This design comes from an exercise in tuning for small area, a short achievable clock period and few clock cycles per item on the open sky130 flow, not from production work.
Function was checked by simulation only, so behaviour that the tests miss may differ from the original.
Power is estimated from default activity; no workload was simulated.

==> flow/design.v (excerpt) <==
module rtp_stream_demux_filter_core (
    input  wire logic                            i_clk,
    input  wire logic                            i_rst_n,
    input  wire logic                            s_axis_tvalid,
    output logic                                 s_axis_tready,
    input  wire logic [rsdf_pkg::IN_W-1:0]       s_axis_tdata,
    input  wire logic [0:0]                      s_axis_tuser,
    output logic                                 m_axis_tvalid,
    input  wire logic                            m_axis_tready,
    output logic [rsdf_pkg::OUT_W-1:0]           m_axis_tdata,
    input  wire logic                            i_cfg_valid,
    output logic                                 o_cfg_ready,
    input  wire logic [rsdf_pkg::CFG_IDX_W-1:0]  i_cfg_index,
    input  wire logic [rsdf_pkg::CFG_DATA_W-1:0] i_cfg_data
);
    localparam int B_N  = rsdf_pkg::BOUND_ENTRIES;
    localparam int R_N  = rsdf_pkg::REMOTE_ENTRIES;
    localparam int SW   = rsdf_pkg::SSRC_W;
    localparam int FD   = 3;                       
    logic                          r_mid_valid;
    logic [rsdf_pkg::MID_W-1:0]    r_mid_hi;
    logic [rsdf_pkg::MID_W-1:0]    r_mid_lo;
    logic [rsdf_pkg::MASK_W-1:0]   r_pt_hi;
    logic [rsdf_pkg::MASK_W-1:0]   r_pt_lo;
    logic cfg_acc, mid_wr;
    assign o_cfg_ready = 1'b1;
    assign cfg_acc     = i_cfg_valid;
    assign mid_wr      = cfg_acc && (i_cfg_index <= rsdf_pkg::CFG_MID_LO);
    logic [rsdf_pkg::CFG_DATA_W-1:0] cfg_d;
    logic [4:0]                      cfg_en;
    assign cfg_d = i_cfg_data & {rsdf_pkg::CFG_DATA_W{i_rst_n}};
    always_comb begin
        for (int i = 0; i < 5; i++) begin
            cfg_en[i] = !i_rst_n || (cfg_acc && i_cfg_index == 3'(i));
        end
    end
    always_ff @(posedge i_clk) begin
        if (cfg_en[rsdf_pkg::CFG_MID_VALID])  r_mid_valid <= cfg_d[0];
        if (cfg_en[rsdf_pkg::CFG_MID_HI])     r_mid_hi    <= cfg_d;
        if (cfg_en[rsdf_pkg::CFG_MID_LO])     r_mid_lo    <= cfg_d;
        if (cfg_en[rsdf_pkg::CFG_PT_MASK_HI]) r_pt_hi     <= cfg_d;
  ...
Size: roughly 3800 cells after synthesis, ~250 I/O pins, about 59000 µm² of cells after synthesis.
clock: 5.0 ns
lec_check: 0
cap_margin: 0
core_margin: 2
core_utilization: 60
setup_slack_margin: 2.7
slew_margin: 0
standard.sh (not shown) runs the stock make flow with config.mk's settings and CLKGATE_MAP_FILE= SYNTH_SCRIPT=/design/flow/synth_recipe.tcl, a recipe that flattens the netlist after the stock synthesis.
==> flow/flow/run.sh <==
#!/bin/bash
# Standard ORFS layout (the standard.sh) with two changes:
#  - port buffers are buf_2 cells instead of the default delay buffer
#  - CTS without dummy loads, clkbuf_16 clock buffers, sink clusters of up to 25 within 90 um
set -euo pipefail
export BUFFER_PORTS_ARGS="-buffer_cell sky130_fd_sc_hd__buf_2"
export CTS_ARGS="-sink_clustering_enable -repair_clock_nets -dont_use_dummy_load -buf_list sky130_fd_sc_hd__clkbuf_16 -sink_clustering_size 25 -sink_clustering_max_diameter 90"
bash standard.sh finish > flow_make.log 2>&1
The first run ran to the end with no violations.
Testbench counts at the start, summed over its fixed seeds: cycles 4,816, items 4,800.
Change:
--- a/flow/config.mk
+++ b/flow/config.mk
@@ -8,5 +8,5 @@
 export CAP_MARGIN = 0
 export CORE_MARGIN = 2
-export CORE_UTILIZATION = 60
+export CORE_UTILIZATION = 70
 export SETUP_SLACK_MARGIN = 2.7
 export SLEW_MARGIN = 0
Outcome: Non-clock buffer count shrinks by 13. Setup slack is worse by 140 ps. Synthesized cell count stays the same. First-iteration DRC count rose by a few percent. Routed wire length is lower by a few percent. Cell area shrinks slightly. Total power is lower slightly.

== willow ==
rtp_stream_demux_filter_core, a different RTL version from the one above (not shown whole).
For scale: about 4400 cells after synthesis, roughly 1400 flip-flops, ~250 I/O pins, ~60000 µm² of cells after synthesis.
make LEC_CHECK=0 CAP_MARGIN=20 CORE_MARGIN=2 CORE_UTILIZATION=40 SETUP_SLACK_MARGIN=2.7 SLEW_MARGIN=20 finish   # period 5.0 ns
run.sh (not shown) runs the stock make flow with config.mk's settings and CLKGATE_MAP_FILE= SYNTH_SCRIPT=/design/flow/synth_recipe.tcl, a recipe that flattens the netlist after the stock synthesis.
Stock flow here: none of the scripts above is used.
Testbench counts of willow, summed over its fixed seeds: cycles 4,824, items 4,800.
Here is what was changed in the inputs of lagoon compared with willow.
Settings: CAP_MARGIN: 20 -> 0; CORE_UTILIZATION: 40 -> 60; CTS_BUF_LIST: unset -> sky130_fd_sc_hd__clkbuf_8; SETUP_SLACK_MARGIN: 2.7 -> 2.3; SLEW_MARGIN: 20 -> 0.
- As far as number of enable-type register cells in the synthesized netlist goes, willow and lagoon are indistinguishable; the numbers are identical.
- Clock period minus worst slack: lagoon > willow
- Comparing willow with lagoon, the number of sequential cells in the layout came out essentially unchanged.
- willow → lagoon: global-route wire length before repair shows a reduction of about 5.5%, area share of buffers outside the clock network now smaller, arrival time of the worst setup path saw an increase.
## Diff of input files: raven against lagoon
==> flow/flow/run.sh (new file) <==
#!/bin/bash
# Standard ORFS layout (the standard.sh) with two changes:
#  - port buffers are buf_2 cells instead of the default delay buffer
#  - CTS without dummy loads
set -euo pipefail
export BUFFER_PORTS_ARGS="-buffer_cell sky130_fd_sc_hd__buf_2"
export CTS_ARGS="-sink_clustering_enable -repair_clock_nets -dont_use_dummy_load -buf_list sky130_fd_sc_hd__clkbuf_8"
bash standard.sh finish > flow_make.log 2>&1
==> flow/standard.sh (new file) <==
#!/bin/bash
# synth_recipe.tcl (not shown) runs the flow's synth.tcl, then flattens the netlist and writes it again
# the make line also repeats each setting of config.mk as NAME=value (left out here)
make -C /OpenROAD-flow-scripts/flow DESIGN_CONFIG=/design/flow/config.mk WORK_HOME=/design/flow/orfs CLKGATE_MAP_FILE= SYNTH_SCRIPT=/design/flow/synth_recipe.tcl "${@:-finish}"
removed: flow/run.sh
--- outcome ---
Height of the die came out exactly the same in raven and lagoon. raven ended up with a lower arrival time at the worst endpoint than lagoon did. Looking at total routing resource utilization after global routing, raven sits above lagoon. Of raven and lagoon, the higher part of the power in combinational logic belongs to raven.
The following lists how maple was set up differently from raven:
Settings: swapping 60 for 40 in CORE_UTILIZATION; swapping 0 for 20 in CAP_MARGIN; clearing CTS_BUF_LIST, which used to be sky130_fd_sc_hd__clkbuf_8; putting ABC_AREA at 1 where nothing was set; swapping 0 for 20 in SLEW_MARGIN.
==> flow/run.sh (new file) <==
#!/bin/bash
# synth_recipe.tcl (not shown) runs the flow's synth.tcl, then flattens the netlist and writes it again
# the make line also repeats each setting of config.mk as NAME=value (left out here)
make -C /OpenROAD-flow-scripts/flow DESIGN_CONFIG=/design/flow/config.mk WORK_HOME=/design/flow/orfs CLKGATE_MAP_FILE= SYNTH_SCRIPT=/design/flow/synth_recipe.tcl finish
removed: flow/flow/run.sh
removed: flow/standard.sh
[summary]
Delta(met1 track utilization from global routing, maple - raven) < 0. The worst-case clock skew in maple sits 0.014 ns below the value recorded for raven. Area of all placed cells without fillers grows by a few percent when moving from raven to maple. Between raven and maple, post-synthesis share of cell area spent on xor and xnor gates decreased. In maple the clock-buffer cell count turned out 0.44% lower than in raven.

## job 101
rtp_stream_demux_filter_core, a different RTL version from the one above (not shown whole).
Size in the first run: roughly 1400 flip-flops, ~250 I/O pins.
==> flow/config.mk <==
export PLATFORM = sky130hd
export DESIGN_NAME = rtp_stream_demux_filter_core
export DESIGN_NICKNAME = rtp_stream_demux_filter_core
export VERILOG_FILES = /design/flow/design.v
export SDC_FILE = /design/flow/constraint.sdc
export NUM_CORES = 4
export LEC_CHECK = 0
export CAP_MARGIN = 0
export CORE_MARGIN = 2
export CORE_UTILIZATION = 60
export SETUP_SLACK_MARGIN = 2.75
export SLEW_MARGIN = 0
==> flow/constraint.sdc <==
create_clock -name core_clock -period 5.0 [get_ports {i_clk}]
set_input_delay 1.0000 -clock core_clock [delete_from_list [all_inputs] [get_ports {i_clk}]]
set_output_delay 1.0000 -clock core_clock [all_outputs]
set_load 0.01 [all_outputs]
standard.sh (not shown) runs the stock make flow with config.mk's settings and CLKGATE_MAP_FILE= SYNTH_SCRIPT=/design/flow/synth_recipe.tcl, a recipe that flattens the netlist after the stock synthesis.
==> flow/flow/run.sh <==
#!/bin/bash
# Standard ORFS layout (the standard.sh) with two changes:
#  - port buffers are buf_2 cells instead of the default delay buffer
#  - CTS without dummy loads, clkbuf_16 clock buffers, sink clusters of up to 25 within 90 um
set -euo pipefail
export BUFFER_PORTS_ARGS="-buffer_cell sky130_fd_sc_hd__buf_2"
export CTS_ARGS="-sink_clustering_enable -repair_clock_nets -dont_use_dummy_load -buf_list sky130_fd_sc_hd__clkbuf_16 -sink_clustering_size 25 -sink_clustering_max_diameter 90"
bash standard.sh finish > flow_make.log 2>&1
Job 101: all stages complete, timing, DRC and antenna checks passed
Testbench counts of job 101, summed over its fixed seeds: cycles 4,816, items 4,800.
The inputs of job 102 differ from those of job 101 as listed below.
# job 101
export LEC_CHECK = 0
export CAP_MARGIN = 0
export CORE_MARGIN = 2
export CORE_UTILIZATION = 60
export SETUP_SLACK_MARGIN = 2.75
export SLEW_MARGIN = 0
create_clock -name core_clock -period 5.0 [get_ports {i_clk}]
# job 102
export LEC_CHECK = 0
export CAP_MARGIN = 0
export CORE_MARGIN = 2
export CORE_UTILIZATION = 60
export SETUP_SLACK_MARGIN = 2.7
export SLEW_MARGIN = 0
create_clock -name core_clock -period 5.0 [get_ports {i_clk}]
Findings:
- Power attributed to the clock group essentially unchanged between job 101 and job 102.
- On final instance area, job 102 does better than job 101.
- Measured against each other, job 102 and job 101 differ in met1 wire length, the higher figure coming from job 101.
- Clock insertion delay at the later pin of the skew report: job 102 > job 101
- Compared with job 101, job 102 shows combinational cell power lower by about 3%.

Another version of the RTL of rtp_stream_demux_filter_core (not shown whole).
Size in the first run: about 3,700 cells after synthesis, about 250 I/O pins, ~58,000 µm² of cells after synthesis.
export LEC_CHECK = 0
export CAP_MARGIN = 0
export CORE_MARGIN = 2
export CORE_UTILIZATION = 60
export SETUP_SLACK_MARGIN = 3.0
export SLEW_MARGIN = 0
create_clock -name core_clock -period 5.0 [get_ports {i_clk}]
==> flow/flow/run.sh <==
#!/bin/bash
# Standard ORFS layout (the standard.sh) with two changes:
#  - port buffers are buf_2 cells instead of the default delay buffer
#  - CTS without dummy loads, clkbuf_8 clock buffers
set -euo pipefail
export BUFFER_PORTS_ARGS="-buffer_cell sky130_fd_sc_hd__buf_2"
export CTS_ARGS="-sink_clustering_enable -repair_clock_nets -dont_use_dummy_load -buf_list sky130_fd_sc_hd__clkbuf_8"
bash standard.sh finish > flow_make.log 2>&1
Testbench counts at the start, summed over its fixed seeds: cycles 4,816, items 4,800.
Next try:
--- a/flow/flow/run.sh
+++ b/flow/flow/run.sh
@@ -4 +4 @@
-#  - CTS without dummy loads, clkbuf_8 clock buffers
+#  - CTS without dummy loads, sink clusters of up to 20 within 60 um
@@ -7 +7 @@
-export CTS_ARGS="-sink_clustering_enable -repair_clock_nets -dont_use_dummy_load -buf_list sky130_fd_sc_hd__clkbuf_8"
+export CTS_ARGS="-sink_clustering_enable -repair_clock_nets -dont_use_dummy_load -buf_list sky130_fd_sc_hd__clkbuf_16 -sink_clustering_size 20 -sink_clustering_max_diameter 60"
--- a/flow/config.mk
+++ b/flow/config.mk
@@ -11 +11 @@
-export SETUP_SLACK_MARGIN = 3.0
+export SETUP_SLACK_MARGIN = 2.6
Result: Clock power drops by a few percent. Sequential share of layout area climbs by 3.2 points. Wire length drops by a few percent. Flip-flop and latch count does not change. Worst setup slack is worse by 70 ps. Total power drops slightly. Count of clock-buffer cells in the layout drops by 108. Register-to-register slack is better by 60 ps. Critical path depth drops by 1. Via count drops by a few percent.
Next try:
==> flow/flow/run.sh (replaced) <==
#!/bin/bash
# Standard ORFS layout (the standard.sh) with two changes:
#  - port buffers are buf_2 cells instead of the default delay buffer
#  - CTS without dummy loads, clkbuf_8 clock buffers
set -euo pipefail
export BUFFER_PORTS_ARGS="-buffer_cell sky130_fd_sc_hd__buf_2"
export CTS_ARGS="-sink_clustering_enable -repair_clock_nets -dont_use_dummy_load -buf_list sky130_fd_sc_hd__clkbuf_8"
bash standard.sh finish > flow_make.log 2>&1
--- a/flow/config.mk
+++ b/flow/config.mk
@@ -10 +10,2 @@
-export CORE_UTILIZATION = 60
+export CORE_UTILIZATION = 75
+export PLACE_DENSITY = 0.8
Outcome: Hold slack got worse by 140 ps. Total power stays flat. Count of clock-buffer cells in the layout went up by 98. Register-to-register slack got worse by 110 ps. Clock skew went up by 42 ps.
Next try:
--- a/flow/config.mk
+++ b/flow/config.mk
@@ -10,2 +10 @@
-export CORE_UTILIZATION = 75
-export PLACE_DENSITY = 0.8
+export CORE_UTILIZATION = 60
Setup slack improved by 68 ps; design area came out higher slightly; synthesized area does not change; sequential power barely changes; wire length came out lower slightly; clock-buffer cell count came out higher by 13.
Next try:
--- a/flow/flow/run.sh
+++ b/flow/flow/run.sh
@@ -4 +4 @@
-#  - CTS without dummy loads, clkbuf_8 clock buffers
+#  - CTS without dummy loads, clkbuf_16 clock buffers, sink clusters of up to 25 within 90 um
@@ -7 +7 @@
-export CTS_ARGS="-sink_clustering_enable -repair_clock_nets -dont_use_dummy_load -buf_list sky130_fd_sc_hd__clkbuf_8"
+export CTS_ARGS="-sink_clustering_enable -repair_clock_nets -dont_use_dummy_load -buf_list sky130_fd_sc_hd__clkbuf_16 -sink_clustering_size 25 -sink_clustering_max_diameter 90"
Total power drops by 8.4%.
Wire length decreases by 0.34%.
Critical path depth stays the same.
Count of clock-buffer cells in the layout decreases by 154.
Worst hold slack improves by 170 ps.
Synthesized cell count is unchanged.
Worst setup slack degrades by 81 ps.
Sequential share of layout area goes up by 0.89 points.

Another version of the RTL of rtp_stream_demux_filter_core (not shown whole).
Size in the first run: ~1400 flip-flops, about 250 I/O pins, about 0.057 mm2 of cells after synthesis.
Settings: LEC_CHECK=0, CAP_MARGIN=0, CORE_MARGIN=2, CORE_UTILIZATION=60, SETUP_SLACK_MARGIN=2.6, SLEW_MARGIN=0; clock period 5.0 ns.
==> flow/flow/run.sh <==
#!/bin/bash
# Standard ORFS layout (the standard.sh) with two changes:
#  - port buffers are buf_2 cells instead of the default delay buffer
#  - CTS without dummy loads, sink clusters of up to 20 within 60 um
set -euo pipefail
export BUFFER_PORTS_ARGS="-buffer_cell sky130_fd_sc_hd__buf_2"
export CTS_ARGS="-sink_clustering_enable -repair_clock_nets -dont_use_dummy_load -buf_list sky130_fd_sc_hd__clkbuf_16 -sink_clustering_size 20 -sink_clustering_max_diameter 60"
bash standard.sh finish > flow_make.log 2>&1
Testbench counts at the start, summed over its fixed seeds: cycles 4,816, items 4,800.
==> next run, changes <==
==> flow/flow/run.sh (replaced) <==
#!/bin/bash
# Standard ORFS layout (the standard.sh) with two changes:
#  - port buffers are buf_2 cells instead of the default delay buffer
#  - CTS without dummy loads, clkbuf_8 clock buffers
set -euo pipefail
export BUFFER_PORTS_ARGS="-buffer_cell sky130_fd_sc_hd__buf_2"
export CTS_ARGS="-sink_clustering_enable -repair_clock_nets -dont_use_dummy_load -buf_list sky130_fd_sc_hd__clkbuf_8"
bash standard.sh finish > flow_make.log 2>&1
Setup slack gets better by 0.022 ns.
Power goes up by about 1.2%.
Utilization goes up by 0.28 points.
Fmax goes up by 0.79%.
Final area goes up by about 0.4%.
Sequential power barely changes.
Die area is unchanged.

Setup of run A:
Another version of the RTL of rtp_stream_demux_filter_core (not shown whole).
Size: roughly 3,700 cells after synthesis, ~1,400 flip-flops, ~250 I/O pins, roughly 58,000 um2 of cells after synthesis.
export LEC_CHECK = 0
export CAP_MARGIN = 0
export CORE_MARGIN = 2
export CORE_UTILIZATION = 60
export SETUP_SLACK_MARGIN = 2.4
export SLEW_MARGIN = 0
create_clock -name core_clock -period 5.0 [get_ports {i_clk}]
==> flow/flow/run.sh <==
#!/bin/bash
# Standard ORFS layout (the standard.sh) with two changes:
#  - port buffers are buf_2 cells instead of the default delay buffer
#  - CTS without dummy loads, clkbuf_16 clock buffers, sink clusters of up to 25 within 90 um
set -euo pipefail
export BUFFER_PORTS_ARGS="-buffer_cell sky130_fd_sc_hd__buf_2"
export CTS_ARGS="-sink_clustering_enable -repair_clock_nets -dont_use_dummy_load -buf_list sky130_fd_sc_hd__clkbuf_16 -sink_clustering_size 25 -sink_clustering_max_diameter 90"
bash standard.sh finish > flow_make.log 2>&1
Testbench counts of run A, summed over its fixed seeds: cycles 4,816, items 4,800.
diff inputs: run A => run B
- a change of SETUP_SLACK_MARGIN from 2.4 to 2.7
--- outcome ---
Comparing detailed-routing iteration count for the pre-antenna-repair pass for run B and run A, the smaller number came from run A.
Setup slack in run B is larger than in run A.
Run comparison: run A top routing layer in use met4; run B top routing layer in use met5
Against run A, run B reports a post-route worst hold slack that is lower.
Run A has a lower count of non-CTS buffers in the layout than run B.
diff inputs: run B => run C
- a change of SETUP_SLACK_MARGIN from 2.7 to 2.6
### Flow results
In run C the first-iteration DRC count turned out 35 higher than in run B.
Re number of iterations in the first detailed-routing pass: run C is 1 down on run B.
Run C ended with less multi-input gate area in the final layout than run B.
r_b_cmpr as the critical path capture point was reported by run C, and r_b_fcmpb by run B.
Compared with run B, in run C final design instance area without fill fell about 1.2%, met1 routed wirelength after detailed routing fell 0.76%, clock insertion delay at the later pin of the skew report rose 0.03 ns.
On relative area of clock buffers and inverters in the final design, run C and run B are basically level.

==> what the ideal ports hide <==
The flow's constraints put no driver on any port. The routed layouts listed below were extracted and timed again, unchanged, in two steps.
Step 1: set_driving_cell puts a clkbuf_16 on i_clk and a buf_2 on each other input, an assumption about the parent block.
Step 2 also shifts input and output timing later by t, the mid clock arrival at the registers, as if the neighbouring blocks saw the same clock.
Slacks: ideal / step 1 / step 2; pairs: ideal / step 1.
| run | t (ns) | setup WS [ns] | hold WS [ns] | latest minus earliest clock arrival (ns) |
|---|---|---|---|---|
| the first run of note 1 | 0.728 | 2.312 / 2.312 / 1.804 | 0.442 / 0.390 / 0.473 | 0.059 / 0.060 |
| the second run of note 1 | 0.703 | 2.172 / 2.172 / 1.558 | 0.471 / 0.451 / 0.471 | 0.064 / 0.064 |
| willow | 0.847 | 2.388 / 2.388 / 1.996 | 0.331 / 0.331 / 0.331 | 0.063 / 0.063 |
| lagoon | 0.954 | 2.274 / 2.274 / 1.540 | 0.331 / 0.331 / 0.331 | 0.037 / 0.036 |
| raven | 0.948 | 2.317 / 2.317 / 1.756 | 0.215 / 0.157 / 0.342 | 0.058 / 0.058 |
| maple | 0.887 | 2.298 / 2.281 / 1.595 | 0.388 / 0.388 / 0.388 | 0.047 / 0.047 |
| job 101 | 0.722 | 2.404 / 2.404 / 1.888 | 0.455 / 0.419 / 0.475 | 0.065 / 0.065 |
| job 102 | 0.724 | 2.445 / 2.445 / 1.886 | 0.451 / 0.411 / 0.474 | 0.072 / 0.072 |
| the first run of note 4 | 0.931 | 2.534 / 2.534 / 1.954 | 0.232 / 0.179 / 0.435 | 0.071 / 0.071 |
| the second run of note 4 | 0.754 | 2.464 / 2.507 / 1.753 | 0.407 / 0.355 / 0.466 | 0.094 / 0.094 |
| the third run of note 4 | 0.916 | 2.479 / 2.479 / 1.618 | 0.263 / 0.214 / 0.430 | 0.117 / 0.117 |
| the fourth run of note 4 | 0.945 | 2.547 / 2.591 / 1.646 | 0.265 / 0.215 / 0.467 | 0.090 / 0.090 |
| the fifth run of note 4 | 0.727 | 2.465 / 2.512 / 1.785 | 0.431 / 0.378 / 0.469 | 0.049 / 0.050 |
| the first run of note 5 | 0.748 | 2.240 / 2.271 / 1.543 | 0.444 / 0.398 / 0.515 | 0.092 / 0.091 |
| the second run of note 5 | 0.938 | 2.262 / 2.262 / 1.417 | 0.253 / 0.210 / 0.492 | 0.056 / 0.056 |
| run A | 0.725 | 2.355 / 2.391 / 1.666 | 0.493 / 0.456 / 0.511 | 0.057 / 0.056 |
| run B | 0.703 | 2.556 / 2.556 / 1.854 | 0.445 / 0.398 / 0.462 | 0.085 / 0.085 |
| run C | 0.726 | 2.492 / 2.496 / 1.771 | 0.433 / 0.391 / 0.475 | 0.081 / 0.081 |
After both steps every run listed still meets setup and hold. For the fourth run of note 4, which loses most, drivers alone change the setup slack by +0.044 ns; drivers and shift together by -0.901 ns.
